Background: an optimization exercise with open tools, aiming at small area. Do not read the settings as production practice.
Function was checked by simulation only, so behaviour that the tests miss may differ from the original.
Power figures rest on the tool's default switching activity, not on a simulated workload.

== alpha ==
==> flow/design.v (excerpt) <==
module clk_div_multi #(
    parameter int          N_CH        = 4,
    parameter int          CH_W        = 2,
    parameter int          CNT_W       = 32,
    parameter int unsigned DEFAULT_DIV = 100000000
) (
    input  logic             clk,
    input  logic             rst,
    input  logic             sync,
    input  logic             wr_en,
    input  logic [CH_W-1:0]  wr_ch,
    input  logic [CNT_W-1:0] wr_div,
    output logic [N_CH-1:0]  clkout,
    output logic [N_CH-1:0]  tick,
    output logic [N_CH-1:0]  pending
);
Size in the first run: about 1100 cells after synthesis.
Settings: LEC_CHECK=0, CAP_MARGIN=20, CORE_MARGIN=2, CORE_UTILIZATION=40, SLEW_MARGIN=20; clock period 10.0 ns.
standard.sh (not shown) runs the stock make flow with config.mk's settings and CLKGATE_MAP_FILE= SYNTH_SCRIPT=/design/flow/synth_recipe.tcl, a recipe that flattens the netlist after the stock synthesis.
==> flow/flow/run.sh <==
#!/bin/bash
# Own layout flow: the standard ORFS flow with three changes.
#  1. Synthesis runs the standard flow's own synthesis script (synth_recipe.tcl) unchanged, but with an
#     area-oriented ABC mapping script and without Yosys's half/full-adder extraction
#     (ADDER_MAP_FILE empty), so ABC maps the counters' ripple chains itself.
#  2. CTS uses smaller clock buffers and no dummy loads.
#  3. Ports are buffered with a small buffer cell.
# Every other step is standard.sh's, with the design's settings.
set -euo pipefail
HERE=$(pwd)
CTS_BUF=${CTS_BUF:-sky130_fd_sc_hd__clkbuf_8}
PORT_BUF=${PORT_BUF:-sky130_fd_sc_hd__buf_1}

# Synthesis scripts: ORFS's, with the ABC script replaced.
rm -rf "$HERE/synth_scripts"
cp -r "$FLOW_HOME/scripts" "$HERE/synth_scripts"
cp "$HERE/flow/abc_area.script" "$HERE/synth_scripts/abc_speed.script"

bash standard.sh SCRIPTS_DIR="$HERE/synth_scripts" ADDER_MAP_FILE= synth > "$HERE/synth.log" 2>&1

bash standard.sh \
  "CTS_ARGS=-sink_clustering_enable -repair_clock_nets -dont_use_dummy_load -buf_list $CTS_BUF" \
  "BUFFER_PORTS_ARGS=-buffer_cell $PORT_BUF" \
  finish > "$HERE/layout.log" 2>&1
==> flow/flow/abc_area.script <==
&get -n
&st
&dch
&nf -R 1000 -p
&put
alpha finished every stage and its layout cleared the timing, DRC and antenna checks.
Changes in beta relative to alpha:
==> flow/run.sh (new file) <==
#!/bin/bash
# synth_recipe.tcl (not shown) runs the flow's synth.tcl, then flattens the netlist and writes it again
# the make line also repeats each setting of config.mk as NAME=value (left out here)
make -C /OpenROAD-flow-scripts/flow DESIGN_CONFIG=/design/flow/config.mk WORK_HOME=/design/flow/orfs CLKGATE_MAP_FILE= SYNTH_SCRIPT=/design/flow/synth_recipe.tcl finish
removed: flow/flow/run.sh
removed: flow/flow/abc_area.script
removed: flow/standard.sh
--- outcome ---
Comparing beta and alpha, critical path depth is higher on beta.
beta ends up with a H-tree level count that is 1 lower than in alpha.
Global-route usage (higher): beta
beta vs alpha: flip-flop and latch share of the layout cell area down in beta
In the tables for beta and alpha, post-route non-filler standard cell count reads higher with beta.
alpha → beta: sequential share of the synthesized area decreased by 3.4 points relative to the old numbers, complex-gate fraction of the synthesized area increased by 1.7 points relative to the old numbers, proportion of power drawn by the clock network increased by 7.0 points relative to the old numbers.
alpha was smaller in final cell area than beta.

========
job 5988:
The RTL this note starts from:
==> flow/design.v <==
module clk_div_multi #(
    parameter int          N_CH        = 4,
    parameter int          CH_W        = 2,
    parameter int          CNT_W       = 32,
    parameter int unsigned DEFAULT_DIV = 100000000
) (
    input  logic             clk,
    input  logic             rst,
    input  logic             sync,
    input  logic             wr_en,
    input  logic [CH_W-1:0]  wr_ch,
    input  logic [CNT_W-1:0] wr_div,
    output logic [N_CH-1:0]  clkout,
    output logic [N_CH-1:0]  tick,
    output logic [N_CH-1:0]  pending
);
    localparam int               HW      = CNT_W - 1;
    localparam logic [CNT_W-1:0] DEF_DIV = CNT_W'(DEFAULT_DIV);
    localparam logic             DEF_HZ  = (DEF_DIV[CNT_W-1:1] == '0);
    localparam logic [HW-1:0]    CNT_RST = DEF_DIV[CNT_W-1:1] - HW'(!DEF_DIV[0]);
    localparam logic [HW-1:0]    CNT_RST1 = CNT_RST - HW'(CNT_RST != '0);
    logic force_load;
    assign force_load = sync;
    logic fresh;
    always_ff @(posedge clk or posedge rst) begin
        if (rst) fresh <= 1'b1;
        else     fresh <= 1'b0;
    end
    logic             wr_hz;
    logic [CNT_W-1:0] wd;
    logic             wd_hz;
    assign wr_hz = (wr_div[CNT_W-1:1] == '0);
    assign wd    = fresh ? DEF_DIV : wr_div;
    assign wd_hz = fresh ? DEF_HZ : wr_hz;
    for (genvar i = 0; i < N_CH; i++) begin : g_ch
        logic [CNT_W-1:0] reg_a;
        logic [CNT_W-1:0] reg_b;
        logic             a_hz;
        logic             b_hz;
        logic [HW-1:0]    cnt_q;
        logic             ptr_q;
        logic             shd_q;
        logic             ph_q;
        logic             wr_hit;
        logic             d_hz, d_0, s_0;
        logic             d_zero, d_one;
        logic             cnt_z;
        logic             tick_c;
        logic             load;
        logic             ldv;
        logic             sw;
        logic             s_sel;
        logic             use_a, use_b, use_c;
        logic [HW-1:0]    mval;
        logic             bin;
        logic [HW-1:0]    cnt_n;
        logic [HW:0]      brw;
        logic             ptr_n;
        logic             shd_n;
        logic             ph_n;
        logic             wr_a, wr_b;
        always_comb begin
            wr_hit = wr_en && (wr_ch == CH_W'(i));
            d_hz   = ptr_q ? b_hz : a_hz;
            d_0    = ptr_q ? reg_b[0] : reg_a[0];
            d_zero = d_hz && !d_0;
            d_one  = d_hz && d_0;
            cnt_z  = (cnt_q == '0);
            tick_c = cnt_z && (ph_q || d_one) && !fresh;
            load   = tick_c || d_zero || force_load;
            ldv    = load && !fresh;
            sw     = cnt_z && !ph_q;
            s_sel  = ptr_q ^ shd_q;
            s_0    = s_sel ? reg_b[0] : reg_a[0];
            use_a  = ldv ? !s_sel : (sw && !ptr_q && !fresh);
            use_b  = ldv ?  s_sel : (sw &&  ptr_q && !fresh);
            use_c  = !ldv && !sw && !fresh;
            mval   = ({HW{use_a}} & reg_a[CNT_W-1:1]) |
                     ({HW{use_b}} & reg_b[CNT_W-1:1]) |
                     ({HW{use_c}} & cnt_q);
            bin    = !(ldv && s_0) && !fresh;
            brw[0] = bin;
            for (int k = 0; k < HW; k++) begin
                cnt_n[k]   = mval[k] ^ brw[k];
                brw[k+1]   = brw[k] & !mval[k];
            end
            cnt_n = cnt_n | ({HW{fresh}} & (force_load ? CNT_RST : CNT_RST1));
            ph_n   = !load && (ph_q || cnt_z) && !fresh;
            ptr_n  = ptr_q ^ (load && shd_q);
            shd_n  = wr_hit || (shd_q && !load);
            wr_a   = wr_hit &&  ptr_n;
            wr_b   = wr_hit && !ptr_n;
        end
        always_ff @(posedge clk or posedge rst) begin
            if (rst) begin
                ptr_q <= 1'b0;
                shd_q <= 1'b0;
                ph_q  <= 1'b0;
            end else begin
                ptr_q <= ptr_n;
                shd_q <= shd_n;
                ph_q  <= ph_n;
            end
        end
        always_ff @(posedge clk) begin
            cnt_q <= cnt_n;
            if (wr_a || fresh) begin
                reg_a <= wd;
                a_hz  <= wd_hz;
            end
            if (wr_b) begin
                reg_b <= wr_div;
                b_hz  <= wr_hz;
            end
        end
        assign clkout[i]  = ph_q;
        assign tick[i]    = tick_c;
        assign pending[i] = shd_q && (reg_a != reg_b);
    end
endmodule
Settings: LEC_CHECK=0, CAP_MARGIN=20, CORE_MARGIN=2, CORE_UTILIZATION=40, SLEW_MARGIN=20; clock period 10.0 ns.
==> flow/flow/run.sh <==
#!/bin/bash
# Own layout flow: the standard ORFS flow with three changes.
#  1. Synthesis runs the standard flow's own synthesis script (synth_recipe.tcl) unchanged, but with an
#     area-oriented ABC mapping script and without Yosys's half/full-adder extraction
#     (ADDER_MAP_FILE empty), so ABC maps the counters' ripple chains itself.
#  2. CTS uses smaller clock buffers and no dummy loads.
#  3. Ports are buffered with a small buffer cell.
# Every other step is standard.sh's, with the design's settings.
set -euo pipefail
HERE=$(pwd)
CTS_BUF=sky130_fd_sc_hd__clkbuf_16
PORT_BUF=sky130_fd_sc_hd__buf_1

# Synthesis scripts: ORFS's, with the ABC script replaced.
rm -rf "$HERE/synth_scripts"
cp -r "$FLOW_HOME/scripts" "$HERE/synth_scripts"
cp "$HERE/flow/abc_area.script" "$HERE/synth_scripts/abc_speed.script"

bash standard.sh SCRIPTS_DIR="$HERE/synth_scripts" ADDER_MAP_FILE= synth > "$HERE/synth.log" 2>&1

bash standard.sh \
  "CTS_ARGS=-sink_clustering_enable -repair_clock_nets -dont_use_dummy_load -buf_list $CTS_BUF -sink_clustering_size 30 -sink_clustering_max_diameter 100" \
  "BUFFER_PORTS_ARGS=-buffer_cell $PORT_BUF" \
  finish > "$HERE/layout.log" 2>&1
==> flow/flow/abc_area.script <==
&get -n
&st
&dch
&nf -R 1000 -p
&put
#### Input delta (job 7547 over job 5988)
==> flow/flow/run.sh <==
#!/bin/bash
# Own layout flow: the standard ORFS flow (standard.sh) with these changes.
#  1. Synthesis runs the standard flow's synthesis script (synth_recipe.tcl) unchanged, but with an
#     area-oriented ABC mapping script (flow/abc_area.script) and without Yosys's
#     half/full-adder extraction (ADDER_MAP_FILE empty), so ABC maps the counters'
#     ripple chains itself. Registers are untouched by either change.
#  2. CTS uses clkbuf_8 clock buffers, sink clusters of up to 16 flip-flops, and no
#     dummy loads.
#  3. Ports are buffered with buf_1.
# Every other step is standard.sh's, with the design's settings. Each make run's full
# output goes to its own log here; ORFS's per-step logs are under orfs/logs/.
set -euo pipefail
HERE=$(pwd)

# Synthesis scripts: ORFS's, with the ABC script replaced.
rm -rf "$HERE/synth_scripts"
cp -r "$FLOW_HOME/scripts" "$HERE/synth_scripts"
cp "$HERE/flow/abc_area.script" "$HERE/synth_scripts/abc_speed.script"

bash standard.sh SCRIPTS_DIR="$HERE/synth_scripts" ADDER_MAP_FILE= synth > "$HERE/synth.log" 2>&1

bash standard.sh \
  "CTS_ARGS=-sink_clustering_enable -repair_clock_nets -dont_use_dummy_load -buf_list sky130_fd_sc_hd__clkbuf_8 -sink_clustering_size 16 -sink_clustering_max_diameter 60" \
  "BUFFER_PORTS_ARGS=-buffer_cell sky130_fd_sc_hd__buf_1" \
  finish > "$HERE/layout.log" 2>&1
Notes after the runs:
Going from job 5988 to job 7547, clock share of power grows by 0.5 points. In terms of combinational power, job 5988 and job 7547 differ only marginally. Re number of buffers added for setup after CTS: no difference whatsoever between job 7547 and job 5988. Comparing job 7547 with job 5988, the cell area after layout came out essentially unchanged. Share of the core filled with cells of job 5988 is on par with job 7547. [compare] base=job 5988 new=job 7547: post-layout minimum cycle time went up by 0.0086 ns, final antenna-violating net count was more or less identical, post-layout total power went up by about 0.6%.
For job 5771, these inputs were changed with respect to job 7547:
==> flow/flow/run.sh <==
#!/bin/bash
# Own layout flow: the standard ORFS flow with three changes.
#  1. Synthesis runs the standard flow's own synthesis script (synth_recipe.tcl) unchanged, but with an
#     area-oriented ABC mapping script and without Yosys's half/full-adder extraction
#     (ADDER_MAP_FILE empty), so ABC maps the counters' ripple chains itself.
#  2. CTS uses smaller clock buffers and no dummy loads.
#  3. Ports are buffered with a small buffer cell.
# Every other step is standard.sh's, with the design's settings.
set -euo pipefail
HERE=$(pwd)
CTS_BUF=sky130_fd_sc_hd__clkbuf_8
PORT_BUF=sky130_fd_sc_hd__buf_1

# Synthesis scripts: ORFS's, with the ABC script replaced.
rm -rf "$HERE/synth_scripts"
cp -r "$FLOW_HOME/scripts" "$HERE/synth_scripts"
cp "$HERE/flow/abc_area.script" "$HERE/synth_scripts/abc_speed.script"

bash standard.sh SCRIPTS_DIR="$HERE/synth_scripts" ADDER_MAP_FILE= synth > "$HERE/synth.log" 2>&1

bash standard.sh \
  "CTS_ARGS=-sink_clustering_enable -repair_clock_nets -dont_use_dummy_load -buf_list $CTS_BUF -sink_clustering_size 16 -sink_clustering_max_diameter 60" \
  "BUFFER_PORTS_ARGS=-buffer_cell $PORT_BUF" \
  finish > "$HERE/layout.log" 2>&1
Results
Job 5771 closes out successfully: all stages finished, all timing, DRC and antenna checks passed. Job 7547 -> job 5771: design area delta 0, exact match. | multi-input gate share of total cell area | job 5771 vs job 7547 | ≈ equal |. For via count of the routed design, job 5771 and job 7547 come out practically identical. Diff job 5771..job 7547 | number of sequential cells | unchanged. Taking job 7547 as the reference, in job 5771 non-clock buffer count shows no meaningful change, proportion of power drawn by combinational gates comparable. From job 7547 to job 5771, layout inverter count without the clock tree did not move at all. First-pass GRT wire length came out exactly the same in job 7547 and job 5771.

[separate check: timing with driven ports]
No port has a modelled driver above. Below, the same layouts with a new extraction and two added sets of constraints.
Step 1 assumes that a clkbuf_16 drives the clock port and a buf_2 every other input.
Step 2 times the ports against the registers' clock, not the clock port: input delays grow and output delays shrink by t, the midpoint of the rising clock arrivals with the driver on.
Slacks: ideal / step 1 / step 2; pairs: ideal / step 1.
run	t (ns)	setup slack, ns	slew at the worst register clock pin (ns)	pins driven straight from the clock port
alpha	0.603	1.102 / 1.118 / 0.515	0.07 / 0.07	1
beta	0.620	0.875 / 0.902 / 0.282	0.07 / 0.07	1
job 5988	0.569	1.541 / 1.572 / 1.004	0.12 / 0.12	1
job 7547	0.597	1.532 / 1.562 / 0.964	0.10 / 0.10	1
job 5771	0.597	1.532 / 1.562 / 0.964	0.10 / 0.10	1
After both steps setup and hold are still met in every run listed. For beta, which loses most, drivers alone change the setup slack by +0.027 ns; drivers and shift together by -0.593 ns.
